This design comes from an exercise in tuning for small area on the open sky130 flow, not from production work.
In this exercise RTL edits were held to simulation tests only and were not proved equivalent to the original.
Power and IR drop assume default switching activity.

===== flow/config.mk =====
export PLATFORM = sky130hd
export DESIGN_NAME = lwe_top
export DESIGN_NICKNAME = lwe_top
export VERILOG_FILES = /design/flow/design.v
export SDC_FILE = /design/flow/constraint.sdc
export NUM_CORES = 4
export LEC_CHECK = 0
export CAP_MARGIN = 20
export CORE_MARGIN = 2
export CORE_UTILIZATION = 40
export SLEW_MARGIN = 20

===== flow/constraint.sdc =====
create_clock -name core_clock -period 10.0 [get_ports {clk_100mhz}]
set_input_delay 2.0000 -clock core_clock [delete_from_list [all_inputs] [get_ports {clk_100mhz}]]
set_output_delay 2.0000 -clock core_clock [all_outputs]
set_load 0.01 [all_outputs]

===== flow/design.v =====
module lwe_top (
   input  logic clk_100mhz,
   input  logic sys_rst,
   input  logic uart_rxd,
   input  logic start,
   output logic uart_txd,
   output logic enc_done
);
   localparam logic [9:0] BIT_LAST  = 10'd867;    
   localparam logic [9:0] HALF_LAST = 10'd433;
   localparam logic [1:0] U_IDLE = 2'd0, U_START = 2'd1, U_DATA = 2'd2, U_STOP = 2'd3;
   logic [511:0] ra0, ra1;      
   logic [7:0]   preg;          
   logic [8:0]   phi;
   logic [10:0]  cnt;           
   logic         hold;          
   logic         pend;          
   logic [9:0]   baud;
   logic [1:0]   ust;
   logic         txm;           
   logic         rx_s, start_q;
   logic         waitst, run;
   logic         s0;            
   logic         tpend, tact;   
   logic         aprev;         
   logic         carry;
   logic reg_a, reg_pt, reg_s, reg_b, sat, low2;
   logic [8:0] tgt;
   logic m9, wr_now;
   assign reg_a  = !cnt[10];                   
   assign reg_pt = cnt[10:7] == 4'b1000;       
   assign reg_s  = cnt[10] && !cnt[9] && (cnt[8] ^ cnt[7]);    
   assign reg_b  = cnt[10:7] == 4'b1011;       
   assign sat    = cnt[10:9] == 2'b11;
   assign low2   = cnt[4:1] == 4'd0;           
   assign tgt    = reg_a ? {cnt[7:6], cnt[9:8], cnt[4:0]} : {2'b00, cnt[6:0]};
   assign m9     = phi == tgt;
   assign wr_now = pend && ((reg_a || reg_b) ? m9 : 1'b1);
   logic       tz, a, y, x, tap, cbit, cin;
   logic [1:0] jj, fsum, psum;
   logic       j0;
   assign tz   = phi[3:0] == 4'd0;
   assign jj   = {cnt[8], cnt[6]};
   assign j0   = cnt[8:5] == 4'd4;
   assign a    = cnt[5] ? ra1[0] : ra0[0];
   assign y    = s0 ? a : (aprev && !tz);
   assign x    = (hold | s0) & (hold ^ y);
   always_comb begin
      case (jj)
         2'd0:    tap = ra0[0];
         2'd1:    tap = ra0[384];
         2'd2:    tap = ra0[256];
         default: tap = ra0[128];
      endcase
   end
   assign cbit = j0 ? (preg[0] && phi[3:0] == 4'd10) : tap;
   assign cin  = tz ? hold : carry;             
   assign fsum = 2'(x) + 2'(cbit) + 2'(cin);
   assign psum = 2'(ra1[0]) + 2'(ra0[0]) + 2'(carry && !tz);
   logic         a0_in, a1_in;
   logic [511:0] r0_next;
   assign a0_in = (wr_now && reg_a && !cnt[5]) ? hold
                : (tact && jj == 2'd0) ? fsum[0] : ra0[0];
   assign a1_in = (wr_now && (reg_a && cnt[5] || reg_b)) ? hold
                : run ? psum[0] : ra1[0];
   always_comb begin
      r0_next = {a0_in, ra0[511:1]};
      if (tact && jj == 2'd1) r0_next[383] = fsum[0];
      if (tact && jj == 2'd2) r0_next[255] = fsum[0];
      if (tact && jj == 2'd3) r0_next[127] = fsum[0];
   end
   always_ff @(posedge clk_100mhz) begin
      ra0   <= r0_next;
      ra1   <= {a1_in, ra1[511:1]};
      aprev <= a;
      carry <= tact ? fsum[1] : psum[1];
      if (wr_now && reg_s && cnt[4:0] == 5'd0) s0 <= hold;
      if ((wr_now && reg_pt && low2) || (tact && j0 && phi[3:0] == 4'd15))
         preg <= {hold, preg[7:1]};
   end
   logic [7:0] lo_inc;
   assign lo_inc = {1'b0, cnt[6:0]} + 8'd1;
   always_ff @(posedge clk_100mhz) begin
      rx_s <= uart_rxd;
      if (sys_rst) begin
         phi      <= '0;
         cnt      <= '0;
         pend     <= 1'b0;
         tpend    <= 1'b0;
         tact     <= 1'b0;
         ust      <= U_IDLE;
         txm      <= 1'b0;
         uart_txd <= 1'b1;
         start_q  <= 1'b0;
         waitst   <= 1'b0;
         run      <= 1'b0;
         enc_done <= 1'b0;
      end else begin
         phi     <= phi + 1'b1;
         start_q <= start;
         enc_done <= 1'b0;
         if (start && !start_q && !waitst && !run && !txm && !enc_done) waitst <= 1'b1;
         if (phi == 9'd511 && waitst) begin
            waitst <= 1'b0;
            run    <= 1'b1;
         end
         if (phi == 9'd127 && run) begin
            run      <= 1'b0;
            enc_done <= 1'b1;
         end
         if (wr_now) begin
            pend <= 1'b0;
            cnt  <= cnt + 1'b1;
         end
         if (wr_now && reg_s && cnt[4:0] == 5'd1) tpend <= 1'b1;
         if (phi[6:0] == 7'd127) begin
            tact <= 1'b0;
            if (tpend && phi[8:7] == jj - 2'd1) begin
               tpend <= 1'b0;
               tact  <= 1'b1;
            end
         end
         if (txm) begin
            if (m9) hold <= ra1[0];    
         end
         if (enc_done) begin
            txm      <= 1'b1;
            ust      <= U_START;
            uart_txd <= 1'b0;
            baud     <= BIT_LAST;
         end else if (ust == U_IDLE) begin
            if (!txm && !rx_s) begin
               ust  <= U_START;
               baud <= HALF_LAST;    
            end
         end else if (baud != '0) begin
            baud <= baud - 1'b1;
         end else begin
            baud <= BIT_LAST;
            if (!txm) begin
               case (ust)
                  U_START: ust <= rx_s ? U_IDLE : U_DATA;    
                  U_DATA: begin
                     hold <= rx_s;
                     pend <= !sat;
                     if (cnt[2:0] == 3'd7) ust <= U_STOP;
                  end
                  default: ust <= U_IDLE;                   
               endcase
            end else begin
               case (ust)
                  U_START: begin
                     uart_txd <= hold;
                     cnt[6:0] <= lo_inc[6:0];
                     ust      <= U_DATA;
                  end
                  U_DATA: begin
                     if (cnt[2:0] == 3'd0) begin
                        uart_txd <= 1'b1;
                        ust      <= U_STOP;
                     end else begin
                        uart_txd <= hold;
                        cnt[6:0] <= lo_inc[6:0];
                     end
                  end
                  default: begin
                     if (cnt[6:0] == 7'd0) begin
                        txm <= 1'b0;
                        ust <= U_IDLE;
                     end else begin
                        uart_txd <= 1'b0;
                        ust      <= U_START;
                     end
                  end
               endcase
            end
         end
      end
   end
endmodule

===== flow/run.sh =====
#!/bin/bash
# synth_recipe.tcl (not shown) runs the flow's synth.tcl, then flattens the netlist and writes it again
# the make line also repeats each setting of config.mk as NAME=value (left out here)
make -C /OpenROAD-flow-scripts/flow DESIGN_CONFIG=/design/flow/config.mk WORK_HOME=/design/flow/orfs CLKGATE_MAP_FILE= SYNTH_SCRIPT=/design/flow/synth_recipe.tcl finish

==> results_dict.tcl, run 1 <==
set metrics [dict create \
    status "complete, no violations" \
    wirelength_mm 27.0 \
    cts.clk_slew.worst_paths_ps 60 \
    dp_cells 2127 \
    worstReg2RegStart "cnt[6]" \
    synthAdderAreaFrac_pct 1.22 \
    critPathMaxStageDelay_ps 630 \
    cp.depth 1 \
    synth_top_family_by_area "simple AND/OR/NAND/NOR gates" \
    synth_top_area_share_pct 89.3 \
    p_leak_nw 11.0 \
    cts_num_sinks 1078 \
    arrival_ps 1860 \
    fin_area_sq_um 27900 \
    mappedNetlistNets 1386 \
    syn_inst 1360 \
    synth-compound-area-share_pct 2.03 \
    wl_per_cell_um 11.7 \
    postCtsHoldBufs 0 \
    regArea_sq_um 21800 \
    fillers 4919 \
    synth_edf_count 20 \
    synthTopCellsByArea "dfxtp_1 89%, edfxtp_1 2.5%, ha_1 1.1%" \
    yosysMostFrequentCell "dfxtp_1" \
    met2_length_mm 10.3 \
    yosys.cell_types.count 64 \
    dr.pass1.iters 4 \
    cp_data_required_time_ps 8000 \
    ys_warn_count 1 \
    cts_inserted_buffers 96 \
    min_period_over_period_pct 38.6 \
    start_util_pct 40.3 \
    cap_violations 0 \
    area_delta_synth_final_pct 17.5 \
    tns_ps 0 \
    crit_chain "clkdlybuf4s50_1" \
    ant_nets 0 \
    crit_start "enc_done" \
    wl_met3_mm 1.38 \
    rows 89 \
    postCtsSetupBuffers 0 \
    hpwl_mm 13.3 \
    gr-total-overflow 0 \
    core_sq_um 58800 \
    hold_path_depth 0 \
    ys.flop_type "dfxtp_1" \
    hp-class "flop to flop" \
    synth-xor-area-share_pct 0.812 \
    cts_resized 0 \
    max_freq_mhz 259 \
    synthTopCellsByCount "1058 x dfxtp_1, 28 x nor2_1, 26 x nand2_1, 25 x a21oi_1" \
    drv_slew 0 \
    power_density_nw_per_um2 285 \
    multi_input_area_sq_um 1800 \
    setup_viol 0 \
    gp_congestion 0.773 \
    slew_headroom_pct 56.2 \
    grt_pass1_wl_mm 46.2 \
    cts_tree "done" \
    hold_end "ra0[497]" \
    finalCriticalPeriod_ps 3860 \
    grt_pass1_vias 9224 \
    vias 8974 \
    track_usage_pct 9.29 \
    rsz0062_at_grt "no" \
    via_per_inst 3.90 \
    muxShareOfSynthArea_pct 0.675 \
    layout.nets 1478 \
    port_buffers 5 \
    crit_type "flop to primary output" \
    ys_ff_latch 1078 \
    cp.buffers_inverters 1 \
    async_reset_ff_share_pct 0 \
    cts_max_level 3 \
    clockBufferDepth 3 \
    syn_avg_cell_area_sq_um 17.4 \
    antenna_found_initial 0 \
    crit_family "buffers and inverters" \
    diodes 0 \
    netlist_area_sq_um 23700 \
    reg2regPathDepth 6 \
    final_cells 2302 \
    place_area_sq_um 24700 \
    synth-simple-area-share_pct 2.81 \
    seq_area_frac_synth_pct 91.8 \
    die_h_um 248 \
    root_buffer "clkbuf_16" \
    min_from "ra0[498]" \
    first_iter_violations 336 \
    timing.rr.end "preg[3]" \
    clk_latency_ps 620 \
    drc 0 \
    finalHoldViolCount 0 \
    wl_met1_mm 14.5 \
    end_kind "primary output" \
    worstPathMaxFanout 15 \
    r2r_setup_slack_ps 7100 \
    ir_drop_uv 150 \
    startpoint_type "flop" \
    dieWidth_um 248 \
    grt_max_degree 31 \
    drive_gt1_share_pct 11.6 \
    top_layer "met4" \
    fp.dieArea_sq_um 61300 \
    io_pins 6 \
    tightest_slew_ps 656 \
    yosys.area.top_type "dfxtp_1" \
    skew_ps 14.8 \
    cp_slowest_cell "clkdlybuf4s50_1" \
]
## cells by family (layout without fill, tap and decap cells)
family	after synthesis	count (layout)
buffers and inverters	32	201
adder cells (fa/ha/maj)	22	22
multiplexers	15	15
XOR/XNOR	22	22
AO/OA/AOI/OAI	70	70
flip-flops	1078	1078
AND/OR/NAND/NOR	121	121
## power by group
group / internal [mW] / switching, mW / leakage, nW
Clock: 2.11 / 1.48 / 1.58
Sequential: 4.31 / 0.00586 / 8.69
Combinational: 0.0138 / 0.0185 / 0.755
## cell type report
class | count | share of cell area [%]
Clock buffer | 139 | 10.1
Clock inverter | 36 | 1.42
Inverter | 20 | 0.269
Multi-Input combinational cell | 250 | 6.45
Sequential cell | 1078 | 78.1
Tap cell | 773 | 3.47
Timing Repair Buffer | 6 | 0.206
## worst max-delay path by stage
stage / to / slack, ps
final: enc_done / 6140
after detailed placement: baud[3] / 6220
after global placement: baud[2] / 6280
after floorplan: baud[0] / 7180
after CTS: enc_done / 6090
after global routing: enc_done / 6050
## sequential cells by signal, indices dropped and copies added (netlist names)
name and cells:
aprev 1, baud 10, carry 1, cnt 11, enc_done 1, hold 1
pend 1, phi 9, preg 8, ra0 512, ra1 512, run 1
rx_s 1, s0 1, start_q 1, tact 1, tpend 1, txm 1
uart_txd 1, ust 2, waitst 1
## routing by layer
metal	GRT usage, %	up-vias
li1	-	4574
met1	13.5	4201
met2	12.2	135
met3	2.77	64
met4	5.30	0
met5	0	-
## per-stage QoR
| step | util (%) | setup WS (ps) | hold WS (ps) | power (mW) |
|---|---|---|---|---|
| 2_1_floorplan | - | 7180 | 310 | 4.44 |
| 3_3_place_gp | 42.0 | 6280 | 312 | 4.44 |
| 3_5_place_dp | 42.0 | 6220 | 312 | 4.45 |
| 4_1_cts | 47.4 | 6090 | 317 | 8.05 |
| 5_1_grt | 47.4 | 6050 | 322 | 8.23 |
| 6_report | 47.4 | 6140 | 316 | 7.94 |
## cell usage in the layout (no fill, tap or decap), types with 4 or more instances in the layout
cell,n
clkbuf_1,22
o21ai_0,8
o31ai_1,4
clkdlybuf4s50_1,5
mux2_2,8
inv_6,5
mux2i_1,7
xnor2_1,9
nor3_1,10
xor2_1,13
nand3b_1,4
a21oi_1,25
nand2_1,26
o21a_1,4
clkbuf_16,99
dfxtp_1,1058
edfxtp_1,20
nand3_1,12
bufinv_16,6
nor2b_1,7
clkinv_2,19
nor2_1,28
inv_1,19
ha_1,20
clkbuf_8,18
==> run 2: changes to the inputs <==
--- a/flow/config.mk
+++ b/flow/config.mk
@@ -7,5 +7,7 @@
 export LEC_CHECK = 0
 export CAP_MARGIN = 20
 export CORE_MARGIN = 2
-export CORE_UTILIZATION = 40
+export CORE_UTILIZATION = 70
+export CTS_CLUSTER_DIAMETER = 100
+export CTS_CLUSTER_SIZE = 30
 export SLEW_MARGIN = 20
==> run 2 against run 1 <==
Clock-buffer cell count shrank 91. Non-clock buffer count is the same. Global-route usage grew 7.5 points. Largest cell class unchanged. Area after synthesis is the same. First-iteration DRC count shrank 0.89%. Clock skew grew 0.65 ps. Critical path type unchanged. Sequential power is essentially flat. Sequential cell count is the same. Sequential share of layout area grew 7.7 points. Highest routed layer unchanged.
==> results_dict.tcl, run 2 <==
set metrics [dict create \
    min_from "ra1[61]" \
    postCtsSetupBuffers 0 \
    ys_ff_latch 1078 \
    drive_gt1_share_pct 4.99 \
    vias 8586 \
    syn_inst 1360 \
    yosys.area.top_type "dfxtp_1" \
    cts_tree "done" \
    clockBufferDepth 3 \
    hold_path_depth 0 \
    area_delta_synth_final_pct 7.01 \
    wl_per_cell_um 15.4 \
    hold_end "ra1[60]" \
    hpwl_mm 13.4 \
    grt_pass1_wl_mm 47.2 \
    p_leak_nw 9.99 \
    max_freq_mhz 259 \
    final_cell_mix "1058 x dfxtp_1, 43 x clkbuf_16, 28 x nor2_1, 26 x nand2_1, 25 x a21oi_1" \
    final_common_cell "dfxtp_1" \
    cap_violations 0 \
    synthTopCellsByArea "dfxtp_1 89%, edfxtp_1 2.5%, ha_1 1.1%" \
    min_period_over_period_pct 38.6 \
    grt_max_degree 32 \
    yosysMostFrequentCell "dfxtp_1" \
    crit_type "flop to primary output" \
    slew_headroom_pct 53.7 \
    core_sq_um 33400 \
    crit_chain "clkdlybuf4s50_1" \
    ant_nets 0 \
    fp.dieArea_sq_um 35400 \
    port_buffers 5 \
    timing.rr.end "preg[6]" \
    first_iter_violations 333 \
    start_util_pct 70.9 \
    tightest_slew_ps 687 \
    cts_max_level 2 \
    status "complete, no violations" \
    drc 0 \
    startpoint_type "flop" \
    track_usage_pct 16.8 \
    async_reset_ff_share_pct 0 \
    dr.pass1.iters 4 \
    worstReg2RegStart "cnt[6]" \
    yosys.cell_types.count 64 \
    rows 67 \
    reg2regPathDepth 6 \
    fillers 1835 \
    layout.nets 1423 \
    cts_inserted_buffers 41 \
    cp.buffers_inverters 1 \
    diodes 0 \
    end_kind "primary output" \
    top_regs "ra0 x512, ra1 x512, cnt x11" \
    setup_viol 0 \
    hp-class "flop to flop" \
    dieWidth_um 188 \
    r2r_setup_slack_ps 7170 \
    clk_latency_ps 570 \
    cp_data_required_time_ps 8000 \
    cts_resized 0 \
    power_density_nw_per_um2 248 \
    cts_num_sinks 1078 \
    ys.flop_type "dfxtp_1" \
    antenna_found_initial 0 \
    gr-total-overflow 0 \
    root_buffer "clkbuf_16" \
    synthTopCellsByCount "1058 x dfxtp_1, 28 x nor2_1, 26 x nand2_1, 25 x a21oi_1" \
    drv_slew 0 \
    arrival_ps 1860 \
    die_h_um 188 \
    ir_drop_uv 205 \
    wirelength_mm 28.5 \
    worstPathMaxFanout 15 \
    synth_top_area_share_pct 89.3 \
    grt_pass1_vias 8771 \
    finalHoldViolCount 0 \
    synth_edf_count 20 \
    ys_warn_count 1 \
    io_pins 6 \
    cp_slowest_cell "dfxtp_1" \
    crit_family "flip-flops" \
    critPathMaxStageDelay_ps 660 \
    seq_area_frac_synth_pct 91.8 \
    postCtsHoldBufs 0 \
    power.total_mw 6.29 \
    netlist_area_sq_um 23700 \
    via_per_inst 4.64 \
    skew_ps 15.5 \
    mappedNetlistNets 1386 \
    tns_ps 0 \
    cts.clk_slew.worst_paths_ps 110 \
    gp_congestion 0.814 \
    finalCriticalPeriod_ps 3860 \
    syn_avg_cell_area_sq_um 17.4 \
    hold_ws_ps 325 \
    rsz0062_at_grt "no" \
]
-- run 2: power breakdown --
part / leakage (nW) / internal, mW / switching (mW) / total (mW)
Clock: 0.546 / 0.792 / 1.15 / 1.94
Combinational: 0.755 / 0.0138 / 0.0181 / 0.0319
Sequential: 8.69 / 4.31 / 0.00553 / 4.31
Total: 9.99 / 5.12 / 1.18 / 6.29
-- run 2: kinds of logic after synthesis --
| kind of cell | share of synthesized area [%] |
|---|---|
| muxes | 0.675 |
| adders and majority gates | 1.22 |
| and+or+nand+nor | 2.81 |
| xor gates and xnor gates | 0.812 |
| buffers and inverters | 0.633 |
| AOI/OAI and AO/OA | 2.03 |
| DFF | 91.8 |
-- run 2: area by class of cell --
type	instances	area, sq um	share of cell area (%)
Sequential cell	1078	21800	85.8
Multi-Input combinational cell	250	1800	7.09
Clock buffer	48	1100	4.35
Tap cell	448	561	2.21
Inverter	20	75.1	0.296
Timing Repair Buffer	6	57.6	0.227
Clock inverter	1	8.76	0.0345
-- run 2: worst max-delay path by stage --
stage             start  slack [ps]       end  cells after the start
3_3_place_gp    sys_rst        6300   baud[4]                      4
6_report       enc_done        6140  enc_done                      1
5_1_grt        enc_done        6000  enc_done                      1
3_5_place_dp    sys_rst        6250   baud[5]                      4
2_1_floorplan   sys_rst        7180   baud[0]                      2
4_1_cts        enc_done        6080  enc_done                      1
-- run 2: stage by stage --
| step | instances | instance area [sq um] | setup WS, ps | util, % |
|---|---|---|---|---|
| 2_1_floorplan | 1360 | 23700 | 7180 | - |
| 3_3_place_gp | 1802 | 24300 | 6300 | 72.5 |
| 3_5_place_dp | 1802 | 24300 | 6250 | 72.5 |
| 4_1_cts | 1851 | 25400 | 6080 | 75.9 |
| 5_1_grt | 1851 | 25400 | 6000 | 75.9 |
| 6_report | 1851 | 25400 | 6140 | 75.9 |
-- run 2: layer usage --
metal | wire length [um] | global-route usage, % | up-vias | part of all wire, %
li1 | - | - | 4377 | -
met1 | 14700 | 25.6 | 4084 | 52
met2 | 12400 | 25.1 | 90 | 43
met3 | 893 | 2.92 | 35 | 3.1
met4 | 527 | 4.63 | 0 | 1.8
met5 | 0 | 0 | - | 0

## separate check: timing with driven ports
In the flow no input, the clock included, has a driving cell. The finished layouts below were timed again as built, in two steps. Step 1 (the two cells are an assumption about what drives the block):
set clk [get_ports {clk_100mhz}]
set_driving_cell -lib_cell sky130_fd_sc_hd__clkbuf_16 $clk
set_driving_cell -lib_cell sky130_fd_sc_hd__buf_2 [delete_from_list [all_inputs] $clk]
Step 2 also shifts input and output timing later by t, the mid clock arrival at the registers, as if the neighbouring blocks saw the same clock. Three values: ideal, step 1, step 2; two values: the first two.
| run | t, ns | slack for setup (ns) | hold slack, ns | slew at the worst register clock pin (ns) |
|---|---|---|---|---|
| run 1 | 0.671 | 6.138 / 6.080 / 6.256 | 0.316 / 0.316 / 0.316 | 0.06 / 0.06 |
| run 2 | 0.614 | 6.136 / 6.082 / 6.270 | 0.325 / 0.325 / 0.325 | 0.11 / 0.11 |
After both steps every run listed still meets setup and hold.
